Background: an optimization exercise with open tools, aiming at small area and few clock cycles. Do not read the settings as production practice. The RTL was checked by simulation tests, not by an equivalence proof against the original design.

==> flow/design.v (outline; a module is shown in full before it is edited, if it fits) <==
// module ptc_cordic_cell: 30 lines
// module ptc_xy_seg: 27 lines
// module ptc_adds: 43 lines
// module ptc_out_round: 17 lines
// module ptc_qest: 294 lines
// module ptc_rem: 578 lines
// module ptc_mult: 1111 lines
// module ptc_fold: 46 lines
// module ptc_zchain: 69 lines
// module ptc_cordic_table: 74 lines
// module phase_to_complex_transmission: 246 lines
module phase_to_complex_transmission #(
   parameter int unsigned CORDIC_STAGES = 18
) (
   input  logic                                 clock,
   input  logic                                 reset,
   input  logic                                 req_valid,
   output logic                                 req_ready,
   input  logic signed [ptc_pkg::SAMPLE_W-1:0]  req_sample,
   input  logic                                 req_last,
   output logic                                 rsp_valid,
   input  logic                                 rsp_ready,
   output logic signed [ptc_pkg::OUT_W-1:0]     rsp_real,
   output logic signed [ptc_pkg::OUT_W-1:0]     rsp_imag,
   output logic                                 rsp_last,
   input  logic                                 csr_valid,
   output logic                                 csr_ready,
   input  logic [ptc_pkg::CSR_INDEX_W-1:0]      csr_index,
   input  logic [ptc_pkg::CSR_DATA_W-1:0]       csr_wdata
);
  // ...
==> flow/run.sh <==
#!/bin/bash
# synth_recipe.tcl (not shown) runs the flow's synth.tcl, then flattens the netlist and writes it again
# the make line also repeats each setting of config.mk as NAME=value (left out here)
make -C /OpenROAD-flow-scripts/flow DESIGN_CONFIG=/design/flow/config.mk WORK_HOME=/design/flow/orfs CLKGATE_MAP_FILE= SYNTH_SCRIPT=/design/flow/synth_recipe.tcl finish
==> flow/config.mk <==
export PLATFORM = sky130hd
export DESIGN_NAME = phase_to_complex_transmission
export DESIGN_NICKNAME = phase_to_complex_transmission
export VERILOG_FILES = /design/flow/design.v
export SDC_FILE = /design/flow/constraint.sdc
export NUM_CORES = 4
export LEC_CHECK = 0
export ABC_AREA = 1
export CAP_MARGIN = 20
export CORE_MARGIN = 2
export CORE_UTILIZATION = 40
export PLACE_DENSITY = 0.6
export SLEW_MARGIN = 20
==> flow/constraint.sdc <==
create_clock -name core_clock -period 12.0 [get_ports {clock}]
set_input_delay 2.4000 -clock core_clock [delete_from_list [all_inputs] [get_ports {clock}]]
set_output_delay 2.4000 -clock core_clock [all_outputs]
set_load 0.01 [all_outputs]
==> impl_metrics.tcl, run 1 <==
set metrics [dict create \
    ys_ff_latch 569 \
    fin_ws_ns 1.43 \
    hold_ws_ns 0.416 \
    synth_top_family_by_area "adder cells" \
    cts_max_level 3 \
    final_cell_area_um2 105000 \
    dr_wl_met2_um 139000 \
    critPathArrivalTime_ns 11.03 \
    root_buffer "clkbuf_16" \
    synth-simple-area-share_pct 18.5 \
    report.final.setup_viol 0 \
    seq_area_um2 16000 \
    start_util_pct 40.3 \
    rows 181 \
    synth_fa_ha_area_share_pct 29.9 \
    start_kind "flip-flop" \
    bufAreaShareNonClock_pct 2.19 \
    synthMuxAreaShare_pct 0.0638 \
    largest_reg_flops 56 \
    grt_util_met2_pct 39.9 \
    cp_top_family "simple AND/OR/NAND/NOR gates" \
    outcome "no timing/DRC/antenna violations" \
    seq_share_pct 15.2 \
    regMostFlops "s1_p" \
]
Testbench counts, summed over its fixed seeds: cycles 8,072.
==> module phase_to_complex_transmission, before the edit <==
module phase_to_complex_transmission #(
   parameter int unsigned CORDIC_STAGES = 18
) (
   input  logic                                 clock,
   input  logic                                 reset,
   input  logic                                 req_valid,
   output logic                                 req_ready,
   input  logic signed [ptc_pkg::SAMPLE_W-1:0]  req_sample,
   input  logic                                 req_last,
   output logic                                 rsp_valid,
   input  logic                                 rsp_ready,
   output logic signed [ptc_pkg::OUT_W-1:0]     rsp_real,
   output logic signed [ptc_pkg::OUT_W-1:0]     rsp_imag,
   output logic                                 rsp_last,
   input  logic                                 csr_valid,
   output logic                                 csr_ready,
   input  logic [ptc_pkg::CSR_INDEX_W-1:0]      csr_index,
   input  logic [ptc_pkg::CSR_DATA_W-1:0]       csr_wdata
);
   logic [SCALE_W-1:0] phase_scale_ff;
   logic               weak_mode_ff;
   logic               advance;
   logic               accept;
   logic               out_valid;
   assign csr_ready = 1'b1;
   always_ff @(posedge clock) begin
      if (reset) begin
         phase_scale_ff <= PHASE_SCALE_RESET;
         weak_mode_ff   <= 1'b0;
      end else if (csr_valid) begin
         case (csr_index)
            CSR_PHASE_SCALE: phase_scale_ff <= csr_wdata;
            CSR_WEAK_MODE:   weak_mode_ff   <= csr_wdata[0];
            default: ;
         endcase
      end
   end
   assign advance   = !out_valid || rsp_ready;
   assign req_ready = advance;
   assign accept    = req_valid && advance;
   logic [PROD_W-1:0]        prod;
   logic signed [PROD_W-1:0] s1_p;
   logic                     s1_v, s1_l, s1_w;
   ptc_mult u_mult (
      .s (req_sample),
      .c (phase_scale_ff),
      .p (prod)
   );
   logic [17:0]              q2;
   logic [40:0]              r2;
   logic [36:0]              w_t;
   logic signed [23:0]       weak2;
   logic [40:0]              s2_r;
   logic                     s2_v, s2_l, s2_w;
   ptc_qest u_qest (
      .ph (s1_p[PROD_W-1:38]),
      .q  (q2)
   );
   ptc_rem u_rem (
      .p  (s1_p[40:0]),
      .q  (q2),
      .r  (r2)
   );
   ptc_adds #(.W(37)) u_wrnd (.a(s1_p[55:19]), .b(37'd0), .ci(1'b1), .s(w_t));
   always_comb begin
      if (w_t[36:24] == {13{w_t[36]}}) begin
         weak2 = w_t[24:1];
      end else begin
         weak2 = w_t[36] ? 24'sh800000 : 24'sh7FFFFF;
      end
   end
   logic [31:0]              z0, z2;
   logic                     neg3;
   logic [17:0]              dir_a;
   logic [31:0]              s3_z;
   logic [1:0]               s3_dir;
   logic                     s3_neg;
   logic                     s3_v, s3_l, s3_w;
   ptc_fold u_fold (
      .r   (s2_r),
      .z   (z0),
      .neg (neg3)
   );
   ptc_zchain #(.FIRST(0), .LAST(1)) u_z0 (
      .z_i   (z0),
      .z_o   (z2),
      .dir_o (dir_a)
   );
   logic [31:0]              z5;
   logic [17:0]              dir_b;
   logic [31:0]              s4_z;
   logic [4:0]               s4_dir;
   logic                     s4_neg;
   logic                     s4_v, s4_l, s4_w;
   ptc_zchain #(.FIRST(2), .LAST(4)) u_z1 (
      .z_i   (s3_z),
      .z_o   (z5),
      .dir_o (dir_b)
   );
   logic [31:0]              z8;
   logic [17:0]              dir_c;
   logic [31:0]              s5_z;
   logic [7:0]               s5_dir;
   logic                     s5_neg;
   logic                     s5_v, s5_l, s5_w;
   ptc_zchain #(.FIRST(5), .LAST(7)) u_z2 (
      .z_i   (s4_z),
      .z_o   (z8),
      .dir_o (dir_c)
   );
   logic [31:0]              z10;
   logic [17:0]              dir_d, dir6;
   logic signed [31:0]       tx6, ty6, x6, y6, x9, y9;
   logic signed [31:0]       s6_x, s6_y;
   logic [17:0]              s6_dir;
   logic                     s6_neg;
   logic                     s6_v, s6_l, s6_w;
   ptc_zchain #(.FIRST(8), .LAST(9)) u_z3 (
      .z_i   (s5_z),
      .z_o   (z10),
      .dir_o (dir_d)
   );
   always_comb begin
      dir6 = dir_d | {10'd0, s5_dir};
      dir6[10] = !z10[21];
      for (int k = 11; k < 18; k++) dir6[k] = z10[31-k];
   end
   ptc_cordic_table u_table (
      .sig (s5_dir[5:0]),
      .x   (tx6),
      .y   (ty6)
   );
   assign x6 = s5_w ? {{8{s5_z[23]}}, s5_z[23:0]} : tx6;
   assign y6 = s5_w ? 32'sd0 : ty6;
   ptc_xy_seg #(.FIRST(6), .LAST(8)) u_seg1 (
      .dir (dir6), .hold (s5_w), .x_i (x6), .y_i (y6), .x_o (x9), .y_o (y9));
   logic signed [31:0]       x12, y12, x15, y15;
   logic signed [31:0]       s7_x, s7_y, s8_x, s8_y;
   logic [17:0]              s7_dir, s8_dir;
   logic                     s7_neg, s8_neg;
   logic                     s7_v, s7_l, s7_w, s8_v, s8_l, s8_w;
   ptc_xy_seg #(.FIRST(9), .LAST(11)) u_seg2 (
      .dir (s6_dir), .hold (s6_w), .x_i (s6_x), .y_i (s6_y), .x_o (x12), .y_o (y12));
   ptc_xy_seg #(.FIRST(12), .LAST(14)) u_seg3 (
      .dir (s7_dir), .hold (s7_w), .x_i (s7_x), .y_i (s7_y), .x_o (x15), .y_o (y15));
   logic signed [31:0]       xs17, ys17;
   logic [ANGLE_W:0]         c_t, s_t;
   logic signed [OUT_W-1:0]  fmt_re, fmt_im;
   logic [18+OUT_W+1:0]      out_ff;
   ptc_xy_seg #(.FIRST(15), .LAST(16)) u_seg4 (
      .dir (s8_dir), .hold (s8_w), .x_i (s8_x), .y_i (s8_y), .x_o (xs17), .y_o (ys17));
   ptc_out_round u_rnd_c (
      .u   (xs17),
      .e   (ys17 >>> 17),
      .sub (s8_dir[17]),
      .neg (s8_neg),
      .t   (c_t)
   );
   ptc_out_round u_rnd_s (
      .u   (ys17),
      .e   (s8_w ? 32'sd0 : xs17 >>> 17),
      .sub (!s8_dir[17] && !s8_w),
      .neg (s8_neg),
      .t   (s_t)
   );
   always_comb begin
      if (s8_w) begin
         fmt_re = ONE_Q16;
         fmt_im = xs17[23:0];
      end else begin
         fmt_re = {{5{c_t[32]}}, c_t[32:14]};
         fmt_im = {{5{s_t[32]}}, s_t[32:14]};
      end
   end
   always_ff @(posedge clock) begin
      if (reset) begin
         s1_v <= 1'b0;
         s2_v <= 1'b0;
         s3_v <= 1'b0;
         s4_v <= 1'b0;
         s5_v <= 1'b0;
         s6_v <= 1'b0;
         s7_v <= 1'b0;
         s8_v <= 1'b0;
         out_valid <= 1'b0;
      end else if (advance) begin
         s1_v <= accept;
         s2_v <= s1_v;
         s3_v <= s2_v;
         s4_v <= s3_v;
         s5_v <= s4_v;
         s6_v <= s5_v;
         s7_v <= s6_v;
         s8_v <= s7_v;
         out_valid <= s8_v;
      end
   end
   always_ff @(posedge clock) begin
      if (advance) begin
         s1_p    <= prod;
         s1_l    <= req_last;
         s1_w    <= weak_mode_ff;
         s2_r    <= s1_w ? {17'd0, weak2} : r2;
         s2_l    <= s1_l;
         s2_w    <= s1_w;
         s3_z    <= s2_w ? {8'd0, s2_r[23:0]} : z2;
         s3_dir  <= dir_a[1:0];
         s3_neg  <= neg3;
         s3_l    <= s2_l;
         s3_w    <= s2_w;
         s4_z    <= s3_w ? {8'd0, s3_z[23:0]} : z5;
         s4_dir  <= dir_b[4:0] | {3'd0, s3_dir};
         s4_neg  <= s3_neg;
         s4_l    <= s3_l;
         s4_w    <= s3_w;
         s5_z    <= s4_w ? {8'd0, s4_z[23:0]} : z8;
         s5_dir  <= dir_c[7:0] | {3'd0, s4_dir};
         s5_neg  <= s4_neg;
         s5_l    <= s4_l;
         s5_w    <= s4_w;
         s6_x    <= x9;
         s6_y    <= y9;
         s6_dir  <= dir6;
         s6_neg  <= s5_neg;
         s6_l    <= s5_l;
         s6_w    <= s5_w;
         s7_x    <= x12;
         s7_y    <= y12;
         s7_dir  <= s6_dir;
         s7_neg  <= s6_neg;
         s7_l    <= s6_l;
         s7_w    <= s6_w;
         s8_x    <= x15;
         s8_y    <= y15;
         s8_dir  <= s7_dir;
         s8_neg  <= s7_neg;
         s8_l    <= s7_l;
         s8_w    <= s7_w;
         out_ff  <= {fmt_re[18:0], fmt_im, s8_l};
      end
   end
   assign rsp_valid = out_valid;
   assign rsp_real  = {{5{out_ff[18+OUT_W+1]}}, out_ff[18+OUT_W+1:OUT_W+1]};
   assign rsp_imag  = out_ff[OUT_W:1];
   assign rsp_last  = out_ff[0];
endmodule
==> inputs of run 2 (changes only) <==
--- a/flow/design.v
+++ b/flow/design.v
@@ -2400,28 +2400,17 @@
       .z_o   (z2),
       .dir_o (dir_a)
    );
-   logic [31:0]              z5;
+   logic [31:0]              z6;
    logic [17:0]              dir_b;
    logic [31:0]              s4_z;
-   logic [4:0]               s4_dir;
+   logic [5:0]               s4_dir;
    logic                     s4_neg;
    logic                     s4_v, s4_l, s4_w;
-   ptc_zchain #(.FIRST(2), .LAST(4)) u_z1 (
+   ptc_zchain #(.FIRST(2), .LAST(5)) u_z1 (
       .z_i   (s3_z),
-      .z_o   (z5),
+      .z_o   (z6),
       .dir_o (dir_b)
    );
-   logic [31:0]              z8;
-   logic [17:0]              dir_c;
-   logic [31:0]              s5_z;
-   logic [7:0]               s5_dir;
-   logic                     s5_neg;
-   logic                     s5_v, s5_l, s5_w;
-   ptc_zchain #(.FIRST(5), .LAST(7)) u_z2 (
-      .z_i   (s4_z),
-      .z_o   (z8),
-      .dir_o (dir_c)
-   );
    logic [31:0]              z10;
    logic [17:0]              dir_d, dir6;
    logic signed [31:0]       tx6, ty6, x6, y6, x9, y9;
@@ -2429,25 +2418,25 @@
    logic [17:0]              s6_dir;
    logic                     s6_neg;
    logic                     s6_v, s6_l, s6_w;
-   ptc_zchain #(.FIRST(8), .LAST(9)) u_z3 (
-      .z_i   (s5_z),
+   ptc_zchain #(.FIRST(6), .LAST(9)) u_z3 (
+      .z_i   (s4_z),
       .z_o   (z10),
       .dir_o (dir_d)
    );
    always_comb begin
-      dir6 = dir_d | {10'd0, s5_dir};
+      dir6 = dir_d | {12'd0, s4_dir};
       dir6[10] = !z10[21];
       for (int k = 11; k < 18; k++) dir6[k] = z10[31-k];
    end
    ptc_cordic_table u_table (
-      .sig (s5_dir[5:0]),
+      .sig (s4_dir),
       .x   (tx6),
       .y   (ty6)
    );
-   assign x6 = s5_w ? {{8{s5_z[23]}}, s5_z[23:0]} : tx6;
-   assign y6 = s5_w ? 32'sd0 : ty6;
+   assign x6 = s4_w ? {{8{s4_z[23]}}, s4_z[23:0]} : tx6;
+   assign y6 = s4_w ? 32'sd0 : ty6;
    ptc_xy_seg #(.FIRST(6), .LAST(8)) u_seg1 (
-      .dir (dir6), .hold (s5_w), .x_i (x6), .y_i (y6), .x_o (x9), .y_o (y9));
+      .dir (dir6), .hold (s4_w), .x_i (x6), .y_i (y6), .x_o (x9), .y_o (y9));
    logic signed [31:0]       x12, y12, x15, y15;
    logic signed [31:0]       s7_x, s7_y, s8_x, s8_y;
    logic [17:0]              s7_dir, s8_dir;
@@ -2492,7 +2481,6 @@
          s2_v <= 1'b0;
          s3_v <= 1'b0;
          s4_v <= 1'b0;
-         s5_v <= 1'b0;
          s6_v <= 1'b0;
          s7_v <= 1'b0;
          s8_v <= 1'b0;
@@ -2502,8 +2490,7 @@
          s2_v <= s1_v;
          s3_v <= s2_v;
          s4_v <= s3_v;
-         s5_v <= s4_v;
-         s6_v <= s5_v;
+         s6_v <= s4_v;
          s7_v <= s6_v;
          s8_v <= s7_v;
          out_valid <= s8_v;
@@ -2522,22 +2509,17 @@
          s3_neg  <= neg3;
          s3_l    <= s2_l;
          s3_w    <= s2_w;
-         s4_z    <= s3_w ? {8'd0, s3_z[23:0]} : z5;
-         s4_dir  <= dir_b[4:0] | {3'd0, s3_dir};
+         s4_z    <= s3_w ? {8'd0, s3_z[23:0]} : z6;
+         s4_dir  <= dir_b[5:0] | {4'd0, s3_dir};
          s4_neg  <= s3_neg;
          s4_l    <= s3_l;
          s4_w    <= s3_w;
-         s5_z    <= s4_w ? {8'd0, s4_z[23:0]} : z8;
-         s5_dir  <= dir_c[7:0] | {3'd0, s4_dir};
-         s5_neg  <= s4_neg;
-         s5_l    <= s4_l;
-         s5_w    <= s4_w;
          s6_x    <= x9;
          s6_y    <= y9;
          s6_dir  <= dir6;
-         s6_neg  <= s5_neg;
-         s6_l    <= s5_l;
-         s6_w    <= s5_w;
+         s6_neg  <= s4_neg;
+         s6_l    <= s4_l;
+         s6_w    <= s4_w;
          s7_x    <= x12;
          s7_y    <= y12;
          s7_dir  <= s6_dir;
==> run 2 against run 1 <==
Against the previous run: critical path type unchanged; first-iteration DRC count up 6.6%; maximum frequency up 2.4%; count of clock-buffer cells in the layout down 13; hold slack better by 0.0017 ns; core utilization down 0.085 points; register-to-register slack better by 0.25 ns; largest cell class unchanged; sequential share of layout area down 0.99 points; critical path depth down 1; cell count up 2.0%.
==> impl_metrics.tcl, run 2 <==
set metrics [dict create \
    synth_commonest_cells "3,124 x nand2_1, 2,253 x inv_1, 1,263 x ha_1" \
    clk_pin_slew_ns 0.06 \
    die-area_um2 249000 \
    fin_tns_setup_ns 0 \
    cts_tree "done" \
    synth_most_common_cell "nand2_1" \
    start_util_pct 40.3 \
    cts_setup_buffers 0 \
    synth_area_leaders "ha_1 16%, fa_1 14%, edfxtp_1 13%, nand2_1 12%, xor2_1 8.9%" \
    start_kind "flip-flop" \
    ant_nets 0 \
    drt_first_pass_iters 7 \
    regMostFlops "s1_p" \
    core_area_um2 243000 \
    top_regs "s1_p (56), out_ff (44), s2_r (41)" \
    io_pins 122 \
    tightest_slew_ns 1.17 \
    grt_max_degree 157 \
    drive_above_1_share_pct 3.16 \
    slowest_delay_ns 0.62 \
    fmax_mhz 96.9 \
    relSlewSlack_pct 21.4 \
    cpMostUsedCell "nand2_1" \
    layout.nets 15479 \
    areaGrowthSynthToFinish_pct 7.26 \
    holdCritPathClass "reg -> reg" \
    routedWlPerCell_um 18.5 \
    cts_resized 0 \
    drv_cap 0 \
    largest_reg_flops 56 \
    period_minus_slack_ns 10.32 \
    synth_area_um2 98000 \
    drc 0 \
    cts_buffers 72 \
    final_common_cell "nand2_1" \
    root_buffer "clkbuf_16" \
    hpwlAfterDp_um 245000 \
    crit_required_ns 12.44 \
    io_buffers 120 \
    rows 181 \
    maxSlewViolCount 0 \
    syn_area_per_cell_um2 7.22 \
    syn-num-nets 15585 \
    synth_top_area_cell "ha_1" \
    grt_pass1_wl_um 478000 \
    first_global_vias 83119 \
    cts_buffer_depth 3 \
    synth_warnings 65 \
    cpMaxStageDelayCell "o31ai_1" \
    clock-sinks 533 \
    synth_top_area_share_pct 16.1 \
    wirelength_um 310000 \
    final_cell_mix "3,121 x nand2_1, 2,248 x inv_1, 1,263 x ha_1, 993 x xor2_1, 844 x a21oi_1" \
    fin_crit_sh_pct 86.0 \
    synth-seq-area-share_pct 15.3 \
    antenna_found_initial 7 \
    ys_async_sr_fraction_pct 0 \
    grtUsageTotal_pct 24.3 \
    ys.flop_type "edfxtp_1" \
    crit_path_end_kind "flip-flop" \
    dp_cells 16606 \
    final_hold_viol_count 0 \
    vias 88012 \
    report.final.setup_viol 0 \
    yosys.cell_types.count 70 \
    die_h_um 499 \
    syn-instance-count 13585 \
    grt_overflow_total 0 \
    routabilityCongestion 0.993 \
    path_max_fanout 24 \
    fin_cells 16738 \
    fin_skew_ns 0.0581 \
    cts_max_level 3 \
    ys_ff_latch 533 \
    outcome "no timing/DRC/antenna violations" \
    initialDrtViolationCount 7489 \
    synth_edf_count 430 \
    critPathArrivalTime_ns 10.76 \
    cp_top_family "simple AND/OR/NAND/NOR gates" \
    clk_latency_ns 0.73 \
    rsz0062_at_grt "no" \
    worst-path-buf-inv 4 \
    crit_type "reg -> reg" \
    routed_via_density 5.26 \
    hold_buffers 0 \
    die_x_um 499 \
]
## run 2: changes by cell type after synthesis, sizes merged, moves of 27 or more
cell    delta
edfxtp    -35
nand2    +722
nand3     +57
buf       +27
o22ai     -47
xor2      +42
nor2     -142
a21oi     -49
o21ai     -88
## run 2: kinds of logic (layout without fill, tap and decap cells)
logic type | Yosys count | count (layout) | share of synthesized area [%]
AND/OR/NAND/NOR | 5033 | 5033 | 21.1
buffers and inverters | 2746 | 2696 | 10.7
AO/OA/AOI/OAI | 2126 | 2126 | 12.3
adder cells (fa/ha/maj) | 1930 | 1930 | 29.7
XOR/XNOR | 1210 | 1210 | 10.9
flip-flops | 533 | 533 | 15.3
multiplexers | 6 | 6 | 0.0638
other | 1 | 2 | 0.00383
## run 2: through the flow
step / hold WS, ns / utilization (%) / area (um2) / setup slack, ns
6_report: 0.418 / 43.2 / 105000 / 1.68
5_1_grt: 0.425 / 43.2 / 105000 / 0.745
4_1_cts: 0.419 / 43.2 / 105000 / 1.78
3_5_place_dp: 0.405 / 42.1 / 103000 / 1.48
3_3_place_gp: 0.402 / 42.1 / 103000 / 1.50
2_1_floorplan: 0.400 / - / 98000 / 1.02
## run 2: worst reg2reg max path, delay by kind of cell (launching register included)
family                   cells  cell delay, ns
AO/OA/AOI/OAI               15            3.40
adder cells (fa/ha/maj)      4            1.24
buffers and inverters        4            0.65
flip-flops                   1            0.60
AND/OR/NAND/NOR             29            4.18
## run 2: layout make-up
class                           count  area [um2]
Fill cell                       25111      138000
Antenna cell                        1        2.50
Timing Repair Buffer              248        2170
Inverter                         2318        8740
Multi-Input combinational cell  10306       72700
Clock inverter                     44         646
Sequential cell                   533       15000
Clock buffer                       86        1890
Tap cell                         3202        4010
## run 2: final timing paths
check	from	end	slack, ns	cells after the start
max reg2reg	s2_r[40]$_SDFFCE_PP0N_	s3_z[26]$_SDFFCE_PP0N_	1.68	52
max	s2_r[40]$_SDFFCE_PP0N_	s3_z[26]$_SDFFCE_PP0N_	1.68	52
min	s2_l$_DFFE_PN_	s3_l$_DFFE_PN_	0.42	0
min reg2reg	s2_l$_DFFE_PN_	s3_l$_DFFE_PN_	0.42	0
## run 2: routing by layer
metal,GRT usage [%],vias to the layer above,wire length (um)
li1,-,43643,-
met4,8.51,4,11600
met3,3.92,640,22900
met2,40.1,2996,142000
met1,32.1,40729,134000
met5,0,-,27
Testbench counts of run 2, summed over its fixed seeds: cycles 8,064.
==> inputs of run 3 (changes only) <==
--- a/flow/config.mk
+++ b/flow/config.mk
@@ -8,6 +8,6 @@
 export ABC_AREA = 1
 export CAP_MARGIN = 20
 export CORE_MARGIN = 2
-export CORE_UTILIZATION = 40
-export PLACE_DENSITY = 0.6
+export CORE_UTILIZATION = 50
+export PLACE_DENSITY = 0.7
 export SLEW_MARGIN = 20
==> run 3 against run 2 <==
Against the previous run: worst setup slack gained 0.027 ns; register-to-register slack gained 0.03 ns; wire length shrank 1.2%; hold slack is essentially flat.
==> impl_metrics.tcl, run 3 <==
set metrics [dict create \
    grt_max_degree 142 \
    clk_latency_ns 0.73 \
    ys.flop_type "edfxtp_1" \
    initialDrtViolationCount 7394 \
    cts_tree "done" \
    grt_pass1_wl_um 471000 \
    die_h_um 447 \
    cts_resized 0 \
    routedWlPerCell_um 19.0 \
    outcome "no timing/DRC/antenna violations" \
    start_kind "flip-flop" \
    reg2reg_to "s3_z[16]$_DFFE_PN_" \
    final_cell_area_um2 104000 \
    seq_area_um2 15000 \
    io_pins 122 \
    die-area_um2 200000 \
    final_common_cell "nand2_1" \
    holdCritPathClass "reg -> reg" \
    rr_startpoint "s2_r[40]$_SDFFCE_PP0N_" \
    hpwlAfterDp_um 240000 \
    drc 0 \
    rsz0062_at_grt "no" \
    holdCritStartpoint "s6_l$_DFFE_PN_" \
    multi_input_comb_area_um2 72700 \
    drive_above_1_share_pct 3.19 \
    synth-seq-area-share_pct 15.3 \
    die_x_um 447 \
    first_global_vias 83762 \
    syn-num-nets 15585 \
    yosys.cell_types.count 70 \
    crit_type "reg -> reg" \
    fmax_mhz 97.2 \
    hold_depth 0 \
    syn_area_per_cell_um2 7.22 \
    core_area_um2 195000 \
    clk_pin_slew_ns 0.06 \
    slowest_delay_ns 0.63 \
    grt_overflow_total 0 \
    fin_crit_sh_pct 85.8 \
    fin_tns_setup_ns 0 \
    rows 162 \
    layout.nets 15472 \
    crit_path_end_kind "flip-flop" \
    top_regs "s1_p (56), out_ff (44), s2_r (41)" \
    areaGrowthSynthToFinish_pct 6.42 \
    antenna_found_initial 3 \
    cpMostUsedCell "nand2_1" \
    synth_area_leaders "ha_1 16%, fa_1 14%, edfxtp_1 13%, nand2_1 12%, xor2_1 8.9%" \
    ant_nets 0 \
    root_buffer "clkbuf_16" \
    io_buffers 120 \
    tightest_slew_ns 1.20 \
    crit_required_ns 12.42 \
    cp_top_family "simple AND/OR/NAND/NOR gates" \
    start_util_pct 50.3 \
    relSlewSlack_pct 20.0 \
    worst-r2r-cell-count 45 \
    synth_most_common_cell "nand2_1" \
    synth_top_area_share_pct 16.1 \
    period_minus_slack_ns 10.29 \
    min_to "s7_l$_DFFE_PN_" \
    syn-instance-count 13585 \
    synth_area_um2 98000 \
    synth_warnings 65 \
    wirelength_um 306000 \
    ys_async_sr_fraction_pct 0 \
    cts_buffers 71 \
    report.final.setup_viol 0 \
    grtUsageTotal_pct 30.2 \
    cts_max_level 3 \
    placed_cell_area_um2 102000 \
    hold_buffers 0 \
    vias 88825 \
    synth_commonest_cells "3,124 x nand2_1, 2,253 x inv_1, 1,263 x ha_1" \
    maxSlewViolCount 0 \
    worst-path-buf-inv 4 \
    critPathArrivalTime_ns 10.71 \
    path_max_fanout 12 \
    clock-sinks 533 \
    final_cell_mix "3,121 x nand2_1, 2,249 x inv_1, 1,263 x ha_1, 993 x xor2_1, 844 x a21oi_1" \
    cpMaxStageDelayCell "o31ai_1" \
    fillCellCount 19027 \
    drt_first_pass_iters 8 \
    cts_setup_buffers 0 \
    ys_ff_latch 533 \
    regMostFlops "s1_p" \
    fin_skew_ns 0.0544 \
    rrSetupSlack_ns 1.71 \
    cts_buffer_depth 3 \
    synth_top_area_cell "ha_1" \
    drv_cap 0 \
    synth_edf_count 430 \
    routabilityCongestion 1.05 \
    routed_via_density 5.50 \
    largest_reg_flops 56 \
    final_hold_viol_count 0 \
]
[run 3: worst max-delay path by stage]
stage,from,end,slack (ns),cells past startpoint
4_1_cts,s2_r[40]$_SDFFCE_PP0N_,s3_z[16]$_DFFE_PN_,1.87,45
3_5_place_dp,req_sample[7],s1_p[54]$_DFFE_PN_,1.80,30
2_1_floorplan,rsp_ready,req_ready,1.02,4
3_3_place_gp,req_sample[15],s1_p[54]$_DFFE_PN_,1.90,26
6_report,s2_r[40]$_SDFFCE_PP0N_,s3_z[16]$_DFFE_PN_,1.71,45
5_1_grt,s2_r[40]$_SDFFCE_PP0N_,s3_z[16]$_DFFE_PN_,0.79,45
[run 3: cell type report]
cell class | count | share of cell area, %
multi-input combinational | 10306 | 69.7
sequential | 533 | 14.4
inverter | 2318 | 8.38
tap | 2624 | 3.15
timing repair buffer | 242 | 2.07
clock buffer | 76 | 1.73
clock inverter | 53 | 0.612
antenna | 2 | 0.00480
[run 3: logic make-up after synthesis]
logic type / count (synthesis) / synth area share (%)
AO/OA/AOI/OAI: 2126 / 12.3
XOR/XNOR: 1210 / 10.9
adder cells (fa/ha/maj): 1930 / 29.7
buffers and inverters: 2746 / 10.7
flip-flops: 533 / 15.3
multiplexers: 6 / 0.0638
other: 1 / 0.00383
AND/OR/NAND/NOR: 5033 / 21.1
[run 3: worst register-to-register path, delay by kind of cell, from the launching register on]
family / cells / cell delay [ns]
buffers and inverters: 4 / 0.75
AO/OA/AOI/OAI: 12 / 2.84
adder cells (fa/ha/maj): 5 / 1.77
AND/OR/NAND/NOR: 24 / 4.15
flip-flops: 1 / 0.50
[run 3: routing by layer]
| layer | up-vias | GRT usage [%] | part of all wire [%] |
|---|---|---|---|
| met5 | - | 0 | 0.016 |
| met4 | 4 | 18.0 | 6.9 |
| met3 | 928 | 4.43 | 6.7 |
| met2 | 3329 | 51.4 | 47 |
| met1 | 40970 | 36.0 | 39 |
| li1 | 43594 | - | - |
[run 3: per-stage QoR]
stage | utilization [%] | std cells | worst slack (ns) | hold WS (ns)
floorplan | - | 13585 | 1.02 | 0.400
global placement | 52.3 | 16020 | 1.90 | 0.401
detailed placement | 52.3 | 16020 | 1.80 | 0.406
CTS | 53.5 | 16149 | 1.87 | 0.418
global route | 53.6 | 16152 | 0.788 | 0.419
finish | 53.6 | 16154 | 1.71 | 0.418
==> inputs of run 4 (changes only) <==
==> flow/flow/run.sh (new file) <==
#!/bin/bash
# Own flow: the standard layout (standard synthesis and ORFS steps
# unchanged), except that the port buffers global placement inserts use the
# plain buffer sky130_fd_sc_hd__buf_1 instead of the flow's default cell.
# The make output goes to standard.log; ORFS keeps each step's log under
# orfs/logs/.
set -euo pipefail
bash standard.sh "BUFFER_PORTS_ARGS=-buffer_cell sky130_fd_sc_hd__buf_1" finish > standard.log 2>&1
==> flow/standard.sh (new file) <==
#!/bin/bash
# synth_recipe.tcl (not shown) runs the flow's synth.tcl, then flattens the netlist and writes it again
# the make line also repeats each setting of config.mk as NAME=value (left out here)
make -C /OpenROAD-flow-scripts/flow DESIGN_CONFIG=/design/flow/config.mk WORK_HOME=/design/flow/orfs CLKGATE_MAP_FILE= SYNTH_SCRIPT=/design/flow/synth_recipe.tcl "${@:-finish}"
removed: flow/run.sh
==> run 4 against run 3 <==
Against the previous run: flip-flop and latch count stayed put; cell count hardly changed; hold slack better by 0.0034 ns; critical endpoint unchanged; largest cell class unchanged.
==> impl_metrics.tcl, run 4 <==
set metrics [dict create \
    tightest_slew_ns 1.24 \
    top_regs "s1_p (56), out_ff (44), s2_r (41)" \
    drv_cap 0 \
    antenna_found_initial 4 \
    ys_async_sr_fraction_pct 0 \
    syn_area_per_cell_um2 7.22 \
    synth-simple-area-share_pct 21.1 \
    routabilityCongestion 1.01 \
    initialDrtViolationCount 7727 \
    final_hold_viol_count 0 \
    synth_compound_area_share_pct 12.3 \
    hold_ws_ns 0.421 \
    synth_most_common_cell "nand2_1" \
    clk_latency_ns 0.74 \
    clk_pin_slew_ns 0.06 \
    yosys.cell_types.count 70 \
    synth_area_um2 98000 \
    synth_warnings 65 \
    cts_tree "done" \
    period_minus_slack_ns 10.19 \
    path_max_fanout 20 \
    fmax_mhz 98.1 \
    regMostFlops "s1_p" \
    drt_first_pass_iters 10 \
    ys_ff_latch 533 \
    drive_above_1_share_pct 3.15 \
    outcome "no timing/DRC/antenna violations" \
    die-area_um2 200000 \
    rows 162 \
    synth_fa_ha_area_share_pct 29.7 \
    synth_area_leaders "ha_1 16%, fa_1 14%, edfxtp_1 13%, nand2_1 12%, xor2_1 8.9%" \
    synth-xor-area-share_pct 10.9 \
    placed_cell_area_um2 101000 \
    holdCritPathClass "reg -> reg" \
    cts_buffer_depth 3 \
    root_buffer "clkbuf_16" \
    wirelength_um 309000 \
    drc 0 \
    start_kind "flip-flop" \
    final_cell_area_um2 104000 \
    final_cell_mix "3,121 x nand2_1, 2,249 x inv_1, 1,263 x ha_1, 993 x xor2_1, 844 x a21oi_1" \
    io_pins 122 \
    rsz0062_at_grt "no" \
    fin_tns_setup_ns 0 \
    synth_top_family_by_area "adder cells" \
    die_x_um 447 \
    synth-seq-area-share_pct 15.3 \
    largest_reg_flops 56 \
    grt_max_degree 159 \
    fin_skew_ns 0.0583 \
    hold_buffers 0 \
    first_global_vias 84799 \
    crit_required_ns 12.43 \
    synth_top_area_cell "ha_1" \
    grt_overflow_total 0 \
    crit_path_end_kind "flip-flop" \
    synth_edf_count 430 \
    critPathArrivalTime_ns 10.62 \
    grt_pass1_wl_um 476000 \
    maxSlewViolCount 0 \
    report.final.setup_viol 0 \
    cpMostUsedCell "nand2_1" \
    relSlewSlack_pct 17.2 \
    layout.nets 15469 \
    areaGrowthSynthToFinish_pct 5.66 \
    io_buffers 120 \
    grtUsageTotal_pct 30.5 \
    hpwlAfterDp_um 241000 \
    cts_resized 0 \
    slowest_delay_ns 0.62 \
    synth_top_area_share_pct 16.1 \
    start_util_pct 50.3 \
    syn-instance-count 13585 \
    cts_max_level 3 \
    die_h_um 447 \
    ys.flop_type "edfxtp_1" \
    ant_nets 0 \
    vias 89258 \
    synthMuxAreaShare_pct 0.0638 \
    core_area_um2 195000 \
    clock-sinks 533 \
    synth_commonest_cells "3,124 x nand2_1, 2,253 x inv_1, 1,263 x ha_1" \
    fin_crit_sh_pct 84.9 \
    syn-num-nets 15585 \
    routedWlPerCell_um 19.1 \
    fin_ws_ns 1.81 \
    cts_buffers 71 \
    place_ws_ns 1.93 \
    crit_type "reg -> reg" \
    cpMaxStageDelayCell "o31ai_1" \
    routed_via_density 5.53 \
    cts_setup_buffers 0 \
    final_common_cell "nand2_1" \
]
-- run 4: cell count changes in the layout (fill, tap and decap cells not counted), sizes merged --
cell,before,now
clkinvlp,2,6
clkinv,67,59
buf,122,237
clkbuf,76,82
diode,2,5
clkdlybuf4s50,120,0
inv,2294,2295
-- run 4: through the flow --
stage | std cells | utilization (%)
2_1_floorplan | 13585 | -
3_3_place_gp | 16018 | 51.9
3_5_place_dp | 16018 | 51.9
4_1_cts | 16148 | 53.2
5_1_grt | 16150 | 53.2
6_report | 16155 | 53.2
-- run 4: cells by family after synthesis --
group,Yosys count
compound gates,2126
xor+xnor,1210
fa+ha+maj,1930
buf+inv,2746
flops,533
mux,6
other cells,1
simple gates,5033
-- run 4: path summary, 6_finish.rpt --
path	endpoint	slack (ns)	start	cells past startpoint
max reg2reg	s3_z[16]$_DFFE_PN_	1.81	s2_r[28]$_SDFFCE_PP0N_	47
max	s3_z[16]$_DFFE_PN_	1.81	s2_r[28]$_SDFFCE_PP0N_	47
min	s6_l$_DFFE_PN_	0.42	s4_l$_DFFE_PN_	0
min reg2reg	s6_l$_DFFE_PN_	0.42	s4_l$_DFFE_PN_	0
-- run 4: layout make-up --
class | instances | area (um2)
well taps | 2624 | 3280
flip-flops and latches | 533 | 15000
multi-input cells | 10306 | 72700
inverters | 2318 | 8740
fillers | 19027 | 91200
clock inverters | 50 | 603
repair buffers | 239 | 1390
clock buffers | 80 | 1850
diodes | 5 | 12.5
-- run 4: critical path, delay by kind of cell (launching register included) --
family / cells / cell delay, ns
buffers and inverters: 3 / 0.46
AOI/OAI and AO/OA: 16 / 3.20
DFF: 1 / 0.50
and+or+nand+nor: 23 / 3.78
adders and majority gates: 5 / 1.95
-- run 4: metal layers --
| layer | vias up | part of all wire [%] | GRT usage [%] |
|---|---|---|---|
| met2 | 3482 | 47 | 51.1 |
| met1 | 41215 | 39 | 36.7 |
| met3 | 946 | 7.4 | 4.88 |
| li1 | 43613 | - | - |
| met4 | 2 | 7.1 | 18.6 |
| met5 | - | 0.0029 | 0 |
==> inputs of run 5 (changes only) <==
--- a/flow/config.mk
+++ b/flow/config.mk
@@ -9,5 +9,7 @@
 export CAP_MARGIN = 20
 export CORE_MARGIN = 2
 export CORE_UTILIZATION = 50
+export CTS_CLUSTER_DIAMETER = 80
+export CTS_CLUSTER_SIZE = 20
 export PLACE_DENSITY = 0.7
 export SLEW_MARGIN = 20
==> run 5 against run 4 <==
Against the previous run: area after synthesis did not move; critical path depth rose by 1; maximum frequency rose by 0.50%; via count fell by 0.19%; cell count fell by 0.19%; non-clock buffer count did not move; register-to-register slack improved by 0.05 ns; first-iteration DRC count rose by 2.3%; critical path type unchanged; largest cell class unchanged; highest routed layer unchanged.
==> impl_metrics.tcl, run 5 <==
set metrics [dict create \
    io_pins 122 \
    cts_resized 0 \
    fin_crit_sh_pct 84.5 \
    hold_ws_ns 0.426 \
    routed_via_density 5.53 \
    grt_pass1_wl_um 475000 \
    largest_reg_flops 56 \
    ant_nets 0 \
    synth_edf_count 430 \
    hpwlAfterDp_um 241000 \
    drv_cap 0 \
    crit_path_end_kind "flip-flop" \
    synth_area_leaders "ha_1 16%, fa_1 14%, edfxtp_1 13%, nand2_1 12%, xor2_1 8.9%" \
    cts_buffers 56 \
    worst-r2r-cell-count 48 \
    synth_top_area_share_pct 16.1 \
    antenna_found_initial 4 \
    cts_max_level 2 \
    regMostFlops "s1_p" \
    relSlewSlack_pct 15.8 \
    start_kind "flip-flop" \
    root_buffer "clkbuf_16" \
    drive_above_1_share_pct 3.02 \
    crit_required_ns 12.46 \
    cpMostUsedCell "nand2_1" \
    final_cell_mix "3,121 x nand2_1, 2,249 x inv_1, 1,263 x ha_1, 993 x xor2_1, 844 x a21oi_1" \
    clk_pin_slew_ns 0.08 \
    final_hold_viol_count 0 \
    ys.flop_type "edfxtp_1" \
    syn_area_per_cell_um2 7.22 \
    rows 162 \
    cts_setup_buffers 0 \
    rrSetupSlack_ns 1.86 \
    fin_skew_ns 0.0693 \
    tightest_slew_ns 1.26 \
    outcome "no timing/DRC/antenna violations" \
    fin_tns_setup_ns 0 \
    drc 0 \
    crit_type "reg -> reg" \
    core_area_um2 195000 \
    areaGrowthSynthToFinish_pct 5.27 \
    syn-instance-count 13585 \
    die-area_um2 200000 \
    routedWlPerCell_um 19.1 \
    start_util_pct 50.3 \
    wirelength_um 307000 \
    synth_top_area_cell "ha_1" \
    initialDrtViolationCount 7904 \
    period_minus_slack_ns 10.14 \
    grt_max_degree 159 \
    vias 89090 \
    rr_startpoint "s3_z[29]$_SDFFCE_PP0N_" \
    die_h_um 447 \
    grtUsageTotal_pct 30.3 \
    path_max_fanout 26 \
    clock-sinks 533 \
    clk_latency_ns 0.77 \
    yosys.cell_types.count 70 \
    fmax_mhz 98.6 \
    synth_area_um2 98000 \
    rsz0062_at_grt "no" \
    synth_most_common_cell "nand2_1" \
    final_common_cell "nand2_1" \
    fillCellCount 19052 \
    report.final.setup_viol 0 \
    grt_overflow_total 0 \
    synth_commonest_cells "3,124 x nand2_1, 2,253 x inv_1, 1,263 x ha_1" \
    slowest_delay_ns 0.95 \
    cts_tree "done" \
    synth-seq-area-share_pct 15.3 \
    top_regs "s1_p (56), out_ff (44), s2_r (41)" \
    ys_ff_latch 533 \
    first_global_vias 84697 \
    holdCritPathClass "reg -> reg" \
    cpMaxStageDelayCell "inv_1" \
    syn-num-nets 15585 \
    diodes 0 \
    routabilityCongestion 1.01 \
    hold_buffers 0 \
    io_buffers 120 \
    ys_async_sr_fraction_pct 0 \
    critPathArrivalTime_ns 10.60 \
    critPathLaunch "s3_z[29]$_SDFFCE_PP0N_" \
    synth_warnings 65 \
    layout.nets 15454 \
    die_x_um 447 \
    drt_first_pass_iters 8 \
    hold_depth 0 \
    holdCritStartpoint "s4_l$_DFFE_PN_" \
    maxSlewViolCount 0 \
    cts_buffer_depth 3 \
]
run 5: cell type report:
type	count	area [um2]	share of cell area, %
multi-input cells	10306	72700	70.5
inverters	2318	8740	8.47
repair buffers	239	1390	1.34
clock buffers	60	1450	1.40
flip-flops and latches	533	15000	14.5
well taps	2624	3280	3.18
clock inverters	44	636	0.616
run 5: worst paths after layout:
path,endpoint
worst max-delay path,s4_z[17]$_DFFE_PN_
worst max register to register,s4_z[17]$_DFFE_PN_
worst min-delay path,s6_l$_DFFE_PN_
worst min register to register,s6_l$_DFFE_PN_
run 5: kinds of logic after synthesis:
family	Yosys count	share of synthesized area, %
and+or+nand+nor	5033	21.1
buffers and inverters	2746	10.7
AOI/OAI and AO/OA	2126	12.3
adders and majority gates	1930	29.7
xor gates and xnor gates	1210	10.9
DFF	533	15.3
muxes	6	0.0638
other	1	0.00383
run 5: worst max-delay path, delay by kind of cell (launching register included):
kind                     cells  cell delay [ns]
AO/OA/AOI/OAI               10             1.85
buffers and inverters        7             2.09
XOR/XNOR                     1             0.15
flip-flops                   1             0.36
AND/OR/NAND/NOR             24             3.20
adder cells (fa/ha/maj)      6             2.14
run 5: metrics by stage:
step	instance area [um2]	setup slack (ns)	util, %	instances
floorplan	98000	1.02	-	13585
global placement	101000	2.07	51.9	16018
detailed placement	101000	1.93	51.9	16018
CTS	103000	1.90	53.0	16122
global route	103000	0.831	53.0	16124
finish	103000	1.86	53.0	16124
run 5: layer usage:
metal	global-route usage, %	share of wire [%]
met1	36.4	39
met2	51.1	47
met3	4.74	7.4
met4	18.2	6.9
met5	0	0.0029

==> what the ideal ports hide <==
The flow's constraints put no driver on any port. The routed layouts listed below were extracted and timed again, unchanged, in two steps.
Step 1 (the two cells are an assumption about what drives the block):
set clk [get_ports {clock}]
set_driving_cell -lib_cell sky130_fd_sc_hd__clkbuf_16 $clk
set_driving_cell -lib_cell sky130_fd_sc_hd__buf_2 [delete_from_list [all_inputs] $clk]
Step 2 adds t to the input delays and takes it off the output delays; t is the mean of the earliest and latest rising clock arrival at the registers after step 1. Input paths then give back, and output paths get back, about the clock's delay inside the block.
Three values: no drivers, after step 1, after step 2; two values: the first two.
run	t (ns)	setup WS [ns]	clock arrival spread, ns	worst register clock-pin slew, ns
run 1	0.776	1.429 / 1.429 / 1.420	0.033 / 0.032	0.06 / 0.06
run 2	0.799	1.679 / 1.679 / 1.271	0.058 / 0.058	0.07 / 0.07
run 3	0.798	1.707 / 1.707 / 1.590	0.055 / 0.055	0.07 / 0.07
run 4	0.815	1.809 / 1.809 / 1.809	0.067 / 0.068	0.08 / 0.08
run 5	0.829	1.860 / 1.860 / 1.860	0.078 / 0.077	0.09 / 0.09
After both steps every run listed still meets setup and hold. The setup slack of run 2, which loses most, moves by 0.000 ns with the drivers and by -0.408 ns with both steps.
